This is an optimization exercise on Yosys and OpenROAD, whose aim is a short achievable clock period and few clock cycles, not a production implementation. The RTL was checked by simulation tests, not by an equivalence proof against the original design. The clock port is modelled as an ideal driver; clocking choices that lean on that would not hold on a real chip. Power is estimated from default activity; no workload was simulated.

**design/flow/config.mk**
```make
export PLATFORM = sky130hd
export DESIGN_NAME = dm_cache
export DESIGN_NICKNAME = dm_cache
export VERILOG_FILES = /design/flow/design.v
export SDC_FILE = /design/flow/constraint.sdc
export NUM_CORES = 4
export LEC_CHECK = 0
export CAP_MARGIN = 20
export CORE_MARGIN = 2
export CORE_UTILIZATION = 35
export SLEW_MARGIN = 20
```
**design/flow/constraint.sdc**
```tcl
create_clock -name core_clock -period 4.8 [get_ports {clk}]
set_input_delay 0.9600 -clock core_clock [delete_from_list [all_inputs] [get_ports {clk}]]
set_output_delay 0.9600 -clock core_clock [all_outputs]
set_load 0.01 [all_outputs]
```
**design/flow/design.v**
```verilog
package dm_cache_pkg;
    localparam int WORD_W          = 32;
    localparam int WORDS_PER_BLOCK = 4;
    localparam int BLOCK_W         = WORD_W * WORDS_PER_BLOCK;
    localparam int ADDR_W          = 30;    
    localparam int OFFSET_W        = $clog2(WORDS_PER_BLOCK);
    typedef logic [WORD_W-1:0] word_t;
    typedef word_t [WORDS_PER_BLOCK-1:0] block_t;
    typedef logic [ADDR_W-1:0] word_addr_t;
    typedef logic [ADDR_W-OFFSET_W-1:0] block_addr_t;    
    typedef logic [OFFSET_W-1:0] offset_t;
    typedef enum logic [1:0] {
        S_LOOKUP,        
        S_WRITEBACK,     
        S_REFILL         
    } ctrl_state_e;
endpackage
module cache_line #(
    parameter int TAG_W = 25
) (
    input  logic                   clk,
    input  logic                   rst_n,
    input  logic                   sel,           
    input  logic                   wr_word,       
    input  logic                   fill,          
    input  logic [TAG_W-1:0]       req_tag,
    input  dm_cache_pkg::offset_t  req_offset,
    input  dm_cache_pkg::word_t    wdata,
    input  logic [dm_cache_pkg::BLOCK_W-1:0] fill_block,    
    output logic                   hit,
    output logic                   dirty,
    output logic [TAG_W-1:0]       tag_q,
    output logic [dm_cache_pkg::BLOCK_W-1:0] data_q
);
    logic valid_q;
    always_ff @(posedge clk or negedge rst_n) begin
        if (!rst_n) begin
            valid_q <= 1'b0;
            dirty   <= 1'b0;
        end else if (fill) begin
            valid_q <= 1'b1;
            dirty   <= wr_word;
        end else if (wr_word) begin
            dirty   <= 1'b1;           
        end
    end
    always_ff @(posedge clk) begin
        if (fill) begin
            tag_q <= req_tag;
        end
    end
    for (genvar w = 0; w < dm_cache_pkg::WORDS_PER_BLOCK; w++) begin : g_word
        always_ff @(posedge clk) begin
            if (wr_word && (req_offset == dm_cache_pkg::offset_t'(w))) begin
                data_q[w*dm_cache_pkg::WORD_W +: dm_cache_pkg::WORD_W] <= wdata;
            end else if (fill) begin
                data_q[w*dm_cache_pkg::WORD_W +: dm_cache_pkg::WORD_W] <=
                    fill_block[w*dm_cache_pkg::WORD_W +: dm_cache_pkg::WORD_W];
            end
        end
    end
    assign hit = sel && valid_q && (tag_q == req_tag);
endmodule
module cache_ctrl #(
    parameter  int NUM_LINES = 8,
    localparam int IDX_W     = $clog2(NUM_LINES),
    localparam int TAG_W     = dm_cache_pkg::ADDR_W - dm_cache_pkg::OFFSET_W - IDX_W
) (
    input  logic                       clk,
    input  logic                       rst_n,
    input  logic                       proc_read_i,
    input  logic                       proc_write_i,
    input  dm_cache_pkg::word_addr_t   proc_addr_i,
    output logic                       proc_stall_o,
    input  logic                       mem_ready_i,
    output logic                       mem_read_o,
    output logic                       mem_write_o,
    output dm_cache_pkg::block_addr_t  mem_addr_o,
    output dm_cache_pkg::block_t       mem_wdata_o,
    input  logic                       hit_i,
    input  logic                       dirty_i,
    input  logic [TAG_W-1:0]           victim_tag_i,
    input  dm_cache_pkg::block_t       victim_block_i,
    output logic                       refill_o,
    output logic [NUM_LINES-1:0]       sel_o,
    output logic [NUM_LINES-1:0]       wr_word_o,
    output logic [NUM_LINES-1:0]       fill_o
);
    logic [TAG_W-1:0]             req_tag;
    logic [IDX_W-1:0]             req_idx;
    dm_cache_pkg::offset_t        req_off;
    logic                         access;
    logic                         do_write;
    logic                         do_fill;
    logic                         lookup_q;
    logic                         wback_q;
    logic                         refill_q;
    assign {req_tag, req_idx, req_off} = proc_addr_i;
    assign access = proc_read_i || proc_write_i;
    for (genvar i = 0; i < NUM_LINES; i++) begin : g_line_ctrl
        assign sel_o[i]     = (req_idx == IDX_W'(i));
        assign wr_word_o[i] = (req_idx == IDX_W'(i)) && do_write;
        assign fill_o[i]    = (req_idx == IDX_W'(i)) && do_fill;
    end
    always_ff @(posedge clk or negedge rst_n) begin
        if (!rst_n) begin
            lookup_q <= 1'b1;
            wback_q  <= 1'b0;
            refill_q <= 1'b0;
        end else begin
            if (lookup_q) begin
                if (access && !hit_i) begin
                    lookup_q <= 1'b0;
                    wback_q  <= dirty_i;
                    refill_q <= !dirty_i;
                end
            end else if (wback_q) begin
                if (mem_ready_i) begin
                    wback_q  <= 1'b0;
                    refill_q <= 1'b1;
                end
            end else if (refill_q) begin
                if (mem_ready_i) begin
                    refill_q <= 1'b0;
                    lookup_q <= 1'b1;
                end
            end else begin
                lookup_q <= 1'b1;
            end
        end
    end
    assign do_write = (lookup_q && hit_i && proc_write_i) ||
                      (refill_q && mem_ready_i && proc_write_i);
    assign do_fill  = refill_q && mem_ready_i;
    assign mem_write_o = wback_q || (lookup_q && access && !hit_i && dirty_i);
    assign mem_read_o  = refill_q || (lookup_q && access && !hit_i && !dirty_i);
    assign mem_addr_o  = {(wback_q || (lookup_q && dirty_i)) ? victim_tag_i : req_tag, req_idx};
    assign mem_wdata_o = victim_block_i;
    assign proc_stall_o = !((lookup_q && hit_i) || (refill_q && mem_ready_i));
    assign refill_o = refill_q;
endmodule
module line_select #(
    parameter  int NUM_LINES = 8,
    localparam int IDX_W     = $clog2(NUM_LINES),
    localparam int TAG_W     = dm_cache_pkg::ADDR_W - dm_cache_pkg::OFFSET_W - IDX_W
) (
    input  dm_cache_pkg::word_addr_t                       proc_addr_i,
    input  logic                                           refill_i,
    input  logic [dm_cache_pkg::BLOCK_W-1:0]               fill_block_i,
    input  logic [NUM_LINES-1:0]                           hit_v,
    input  logic [NUM_LINES-1:0]                           dirty_v,
    input  logic [NUM_LINES-1:0][TAG_W-1:0]                tag_v,
    input  logic [NUM_LINES-1:0][dm_cache_pkg::BLOCK_W-1:0] block_v,
    output logic                                           hit_o,
    output logic                                           dirty_o,
    output logic [TAG_W-1:0]                               victim_tag_o,
    output dm_cache_pkg::block_t                           victim_block_o,
    output dm_cache_pkg::word_t                            rdata_o
);
    localparam int WORD_W = dm_cache_pkg::WORD_W;
    localparam int WORDS  = dm_cache_pkg::WORDS_PER_BLOCK;
    logic [IDX_W-1:0]                 idx;
    dm_cache_pkg::offset_t            off;
    logic [NUM_LINES-1:0]             idx_dec;
    logic [WORDS-1:0]                 off_dec;
    logic [dm_cache_pkg::BLOCK_W-1:0] blk;      
    logic [TAG_W-1:0]                 vtag;
    logic                             dirty;
    logic [WORD_W-1:0]                line_word;
    logic [WORD_W-1:0]                fill_word;
    assign idx = proc_addr_i[dm_cache_pkg::OFFSET_W +: IDX_W];
    assign off = proc_addr_i[dm_cache_pkg::OFFSET_W-1:0];
    for (genvar i = 0; i < NUM_LINES; i++) begin : g_idx_dec
        assign idx_dec[i] = (idx == IDX_W'(i));
    end
    for (genvar w = 0; w < WORDS; w++) begin : g_off_dec
        assign off_dec[w] = (off == dm_cache_pkg::offset_t'(w));
    end
    assign hit_o = |hit_v;
    always_comb begin
        blk   = '0;
        vtag  = '0;
        dirty = 1'b0;
        for (int i = 0; i < NUM_LINES; i++) begin
            blk   = blk   | (block_v[i] & {dm_cache_pkg::BLOCK_W{idx_dec[i]}});
            vtag  = vtag  | (tag_v[i]   & {TAG_W{idx_dec[i]}});
            dirty = dirty | (dirty_v[i] & idx_dec[i]);
        end
    end
    assign dirty_o        = dirty;
    assign victim_tag_o   = vtag;
    assign victim_block_o = blk;
    always_comb begin
        line_word = '0;
        fill_word = '0;
        for (int w = 0; w < WORDS; w++) begin
            line_word = line_word | (blk[w*WORD_W +: WORD_W]          & {WORD_W{off_dec[w]}});
            fill_word = fill_word | (fill_block_i[w*WORD_W +: WORD_W] & {WORD_W{off_dec[w]}});
        end
    end
    assign rdata_o = refill_i ? fill_word : line_word;
endmodule
module dm_cache #(
    parameter int NUM_LINES = 8      
) (
    input  logic           clk,
    input  logic           rst_n,
    input  logic           proc_read_i,
    input  logic           proc_write_i,
    input  logic [29:0]    proc_addr_i,      
    input  logic [31:0]    proc_wdata_i,
    output logic           proc_stall_o,
    output logic [31:0]    proc_rdata_o,
    output logic           mem_read_o,
    output logic           mem_write_o,
    output logic [27:0]    mem_addr_o,       
    output logic [127:0]   mem_wdata_o,      
    input  logic [127:0]   mem_rdata_i,
    input  logic           mem_ready_i
);
    localparam int IDX_W = $clog2(NUM_LINES);
    localparam int TAG_W = dm_cache_pkg::ADDR_W - dm_cache_pkg::OFFSET_W - IDX_W;
    logic                   sel_hit;
    logic                   sel_dirty;
    logic [TAG_W-1:0]       sel_tag;
    dm_cache_pkg::block_t   sel_block;
    logic                   refill;
    logic [NUM_LINES-1:0]                             line_sel;
    logic [NUM_LINES-1:0]                             line_wr_word;
    logic [NUM_LINES-1:0]                             line_fill;
    logic [NUM_LINES-1:0]                             line_hit;
    logic [NUM_LINES-1:0]                             line_dirty;
    logic [NUM_LINES-1:0][TAG_W-1:0]                  line_tag;
    logic [NUM_LINES-1:0][dm_cache_pkg::BLOCK_W-1:0]  line_data;
    cache_ctrl #(
        .NUM_LINES (NUM_LINES)
    ) i_cache_ctrl (
        .clk            (clk),
        .rst_n          (rst_n),
        .proc_read_i    (proc_read_i),
        .proc_write_i   (proc_write_i),
        .proc_addr_i    (proc_addr_i),
        .proc_stall_o   (proc_stall_o),
        .mem_ready_i    (mem_ready_i),
        .mem_read_o     (mem_read_o),
        .mem_write_o    (mem_write_o),
        .mem_addr_o     (mem_addr_o),
        .mem_wdata_o    (mem_wdata_o),
        .hit_i          (sel_hit),
        .dirty_i        (sel_dirty),
        .victim_tag_i   (sel_tag),
        .victim_block_i (sel_block),
        .refill_o       (refill),
        .sel_o          (line_sel),
        .wr_word_o      (line_wr_word),
        .fill_o         (line_fill)
    );
    for (genvar i = 0; i < NUM_LINES; i++) begin : g_line
        cache_line #(
            .TAG_W (TAG_W)
        ) i_cache_line (
            .clk        (clk),
            .rst_n      (rst_n),
            .sel        (line_sel[i]),
            .wr_word    (line_wr_word[i]),
            .fill       (line_fill[i]),
            .req_tag    (proc_addr_i[dm_cache_pkg::ADDR_W-1 -: TAG_W]),
            .req_offset (proc_addr_i[dm_cache_pkg::OFFSET_W-1:0]),
            .wdata      (proc_wdata_i),
            .fill_block (mem_rdata_i),
            .hit        (line_hit[i]),
            .dirty      (line_dirty[i]),
            .tag_q      (line_tag[i]),
            .data_q     (line_data[i])
        );
    end
    line_select #(
        .NUM_LINES (NUM_LINES)
    ) i_line_select (
        .proc_addr_i    (proc_addr_i),
        .refill_i       (refill),
        .fill_block_i   (mem_rdata_i),
        .hit_v          (line_hit),
        .dirty_v        (line_dirty),
        .tag_v          (line_tag),
        .block_v        (line_data),
        .hit_o          (sel_hit),
        .dirty_o        (sel_dirty),
        .victim_tag_o   (sel_tag),
        .victim_block_o (sel_block),
        .rdata_o        (proc_rdata_o)
    );
endmodule
```
**design/flow/flow/run.sh**
```bash
#!/bin/bash
# Standard ORFS layout, with extra setup repair (capped in iterations)
# after clock tree synthesis and after global routing.
set -euo pipefail
HERE=$PWD
bash standard.sh synth > log_1_synth.txt 2>&1
bash standard.sh floorplan place > log_2_floorplan_place.txt 2>&1
bash standard.sh POST_CTS_TCL=$HERE/flow/post_cts.tcl cts > log_4_cts.txt 2>&1
bash standard.sh POST_GLOBAL_ROUTE_TCL=$HERE/flow/post_grt.tcl grt > log_5_grt.txt 2>&1
bash standard.sh finish > log_6_finish.txt 2>&1
test -f out/final.def
```
**design/flow/flow/post_cts.tcl**
```tcl
# push setup slack well past zero on the placed, clocked design
puts "post-CTS extra repair"
estimate_parasitics -placement
repair_timing -setup_margin 2.5 -repair_tns 100 -max_iterations 1500 -verbose
detailed_placement
check_placement -verbose
estimate_parasitics -placement
report_worst_slack -max
report_worst_slack -min
```
**design/flow/flow/post_grt.tcl**
```tcl
# one more capped setup repair on global-route parasitics, then reroute
# the nets it changed and rewrite the guides
puts "post-GRT extra repair"
estimate_parasitics -global_routing
repair_timing -setup_margin 2.5 -repair_tns 100 -max_iterations 800 -verbose
global_route -start_incremental
detailed_placement
global_route -end_incremental
check_placement -verbose
estimate_parasitics -global_routing
report_worst_slack -max
report_worst_slack -min
write_guides $::env(RESULTS_DIR)/route.guide
```
**design/flow/standard.sh**
```bash
#!/bin/bash
# synth_recipe.tcl (not shown) runs the flow's synth.tcl, then flattens the netlist and writes it again
# the make line also repeats each setting of config.mk as NAME=value (left out here)
make -C /OpenROAD-flow-scripts/flow DESIGN_CONFIG=/design/flow/config.mk WORK_HOME=/design/flow/orfs CLKGATE_MAP_FILE= SYNTH_SCRIPT=/design/flow/synth_recipe.tcl "${@:-finish}"
```
==> results.yml <==
global_routing:
  grt_use_total_pct: 28.04
  overflow: 0
  grt_pass1_vias: 45280
  grt_max_degree: 46
  antenna_found_initial: 17
  grt_pass1_wl_mm: 357.1
final_layout:
  drive_gt1_share_pct: 49.99
  final_util_pct: 48.30
  register_area_sq_um: 37230
  area_growth_pct: 37.25
  fin_nets: 5370
  fillers: 15140
  multi_input_area_sq_um: 25600
worst_setup_path:
  critPathKind: "input port to output pin"
  endpoint_kind: "output pin"
  critPathMaxFanout: 8
  crit_arrival_ps: 3400
  crit_path_start_kind: "input port"
  worst-endpoint-required_ps: 3840
placement:
  dp_hpwl_mm: 163.7
  io_buffers: 385
  gp_congestion: 0.9889
timing:
  finalHoldViolCount: 0
  worst_pin_slew_ps: 1127
  relSlewSlack_pct: 24.61
  period_share_pct: 90.90
  final.min_clock_period_ps: 4363
  drv_slew: 0
  fmax_mhz: 229.2
  setup_viol: 0
  fin_skew_ps: 60.03
min_path:
  hp-class: "flop to flop"
synth:
  synth_top_cell_area_share_pct: 59.37
  yosysTopAreaCell: "edfxtp_1"
  async_flop_share_pct: 1.529
  synth_common_cells: "edfxtp_1, mux2_2, a22oi_1, nand4_1, clkbuf_1"
  yosysSeqAreaShare_pct: 60.14
  synth_nets: 4288
  yosysUniqueCellTypes: 46
  yosysWarnings: 3
  synth_area_leaders: "edfxtp_1, mux2_2, a22oi_1"
  syn-mean-instance-area_sq_um: 15.13
  synth.most_common_cell: "edfxtp_1"
  syn-cell-area_sq_um: 61910
  netlist_instances: 4093
  synth_edf_count: 1224
  ys_ff_latch: 1243
  synthFlopType: "edfxtp_1"
routing:
  drt_iter0_markers: 6125
  wl_per_cell_microns: 34.61
  final_antenna_net_count: 0
  drc: 0
  vias: 46530
  routed_via_density: 6.099
  drt_wl_total_mm: 264.1
  detail_route.first_pass.iterations: 6
power_and_ir_drop:
  ir_drop_mv: 0.3139
  leakage_nw: 29.33
  power_density_nw_per_um2: 334.6
  power_mw: 28.43
clock_tree:
  path_clk_slew_ps: 60
  cts_tree: "built"
  clock_latency_ps: 810
  cts_sinks: 1243
die:
  ios: 386
  fp.dieW_microns: 424.6
  initial_core_util_pct: 35.19
  coreArea_sq_um: 175900
  die_h_microns: 424.6
  die_area_sq_um: 180300
  rows: 154
flow_run:
  maxCapViolCount: 0
status:
  outcome: "finished clean"
path summary, 6_finish.rpt:
| check | startpoint | to | slack [ps] | cells after the start |
|---|---|---|---|---|
| min | g_line[6].i_cache_line.valid_q | g_line[6].i_cache_line.valid_q | 520 | 1 |
| max in group asynchronous | rst_n | i_cache_ctrl.lookup_q | 3880 | 2 |
| max reg2reg | g_line[1].i_cache_line.tag_q[18] | g_line[0].i_cache_line.data_q[41] | 1070 | 14 |
| min in group asynchronous | rst_n | g_line[5].i_cache_line.valid_q | 560 | 2 |
| min reg2reg | g_line[6].i_cache_line.valid_q | g_line[6].i_cache_line.valid_q | 520 | 1 |
| max | proc_addr_i[2] | proc_rdata_o[24] | 440 | 12 |
worst max-delay path, cell delays in order:
cell	delay, ps
buf_6	90
buf_8	130
buf_6	130
and3_4	200
buf_16	170
buf_16	150
buf_8	140
a22oi_2	160
nand4_1	290
mux4_2	530
mux2_4	290
buf_6	120
final cells by class:
type / instances / area share, %
Inverter: 6 / 0.02650
Multi-Input combinational cell: 2449 / 30.12
Clock inverter: 70 / 0.9291
Timing Repair Buffer: 1334 / 17.27
Sequential cell: 1243 / 43.82
Tap cell: 2340 / 3.446
Clock buffer: 175 / 4.351
Antenna cell: 12 / 0.03534
cells in the final DEF (no fill, tap or decap), types with 12 or more instances in the layout:
master / synthesis / layout
a22oi_1: 620 / 463
a22oi_2: 0 / 157
buf_12: 0 / 182
buf_16: 0 / 19
buf_2: 132 / 29
buf_4: 4 / 614
buf_6: 2 / 132
clkbuf_1: 236 / 31
clkbuf_16: 0 / 182
clkbuf_2: 0 / 12
clkdlybuf4s50_1: 0 / 258
clkinv_1: 0 / 27
clkinv_2: 0 / 16
dfrtp_1: 18 / 17
diode_2: 0 / 12
dlymetal6s2s_1: 0 / 38
edfxtp_1: 1224 / 1224
mux2_1: 101 / 101
mux2_2: 981 / 943
mux2_4: 0 / 38
mux4_2: 64 / 64
nand2_1: 21 / 21
nand3_1: 20 / 18
nand4_1: 246 / 246
nor2_1: 58 / 17
nor2_4: 0 / 33
o211ai_1: 14 / 14
o211ai_4: 0 / 20
xnor2_1: 200 / 98
xnor2_2: 0 / 78
xnor2_4: 0 / 24
registers in the layout (all words and copies together) (netlist names):
name,cells
i_cache_ctrl.lookup_q,1
g_line.i_cache_line.tag_q,200
g_line.i_cache_line.valid_q,8
g_line.i_cache_line.data_q,1024
i_cache_ctrl.refill_q,1
i_cache_ctrl.wback_q,1
g_line.i_cache_line.dirty,8
layer usage:
layer	share of wire, %	wire, microns	up-vias	global-route usage (%)
li1	-	-	18850	-
met1	38	99290	24270	35.16
met2	48	128000	2741	46.73
met3	8.5	22530	667	5.218
met4	5.4	14190	6	13.19
met5	0.017	46	-	0
power by group:
part | internal, mW | switching (mW) | leakage (nW)
registers | 12.4 | 0.244 | 11.3
logic | 2.48 | 2.63 | 15.9
clock network | 6.09 | 4.63 | 2.18
per-stage QoR:
step                      setup WS, ps  cells  setup TNS, ps  hold WS (ps)  instance area [sq um]
after floorplan                  455.5   4093              0         455.7                  61910
after global placement          -513.1   7082        -112600         484.9                  74420
after detailed placement        -464.3   7082         -55690         490.3                  74390
final                            437.0   7629              0         517.7                  84970
cells by family after synthesis:
group,after synthesis,share of synthesized area [%]
and+or+nand+nor,412,3.830
muxes,1147,22.02
DFF,1243,60.14
xor gates and xnor gates,200,2.829
buffers and inverters,404,2.765
AOI/OAI and AO/OA,687,8.417
Testbench counts, summed over its fixed seeds: cycles 65,305.

## what the ideal ports hide
How much do the figures lean on ideal ports? The routed layout below was timed once more, with nothing changed but the port constraints. Step 1 sets driving cells, clkbuf_16 on the clock port and buf_2 on the other inputs (assumed; they add their load-dependent delay and slew). Step 2 also shifts input and output timing later by t, the mid clock arrival at the registers, as if the neighbouring blocks saw the same clock. Slacks: ideal ports / drivers / drivers and shift; pairs: ideal ports / drivers.
t (ns): 0.865
setup slack, ns: 0.437 / 0.398 / 0.162
worst register clock-pin slew, ns: 0.07 / 0.07
After both steps this run still meets setup and hold. For this run, drivers alone change the setup slack by -0.039 ns; drivers and shift together by -0.275 ns.
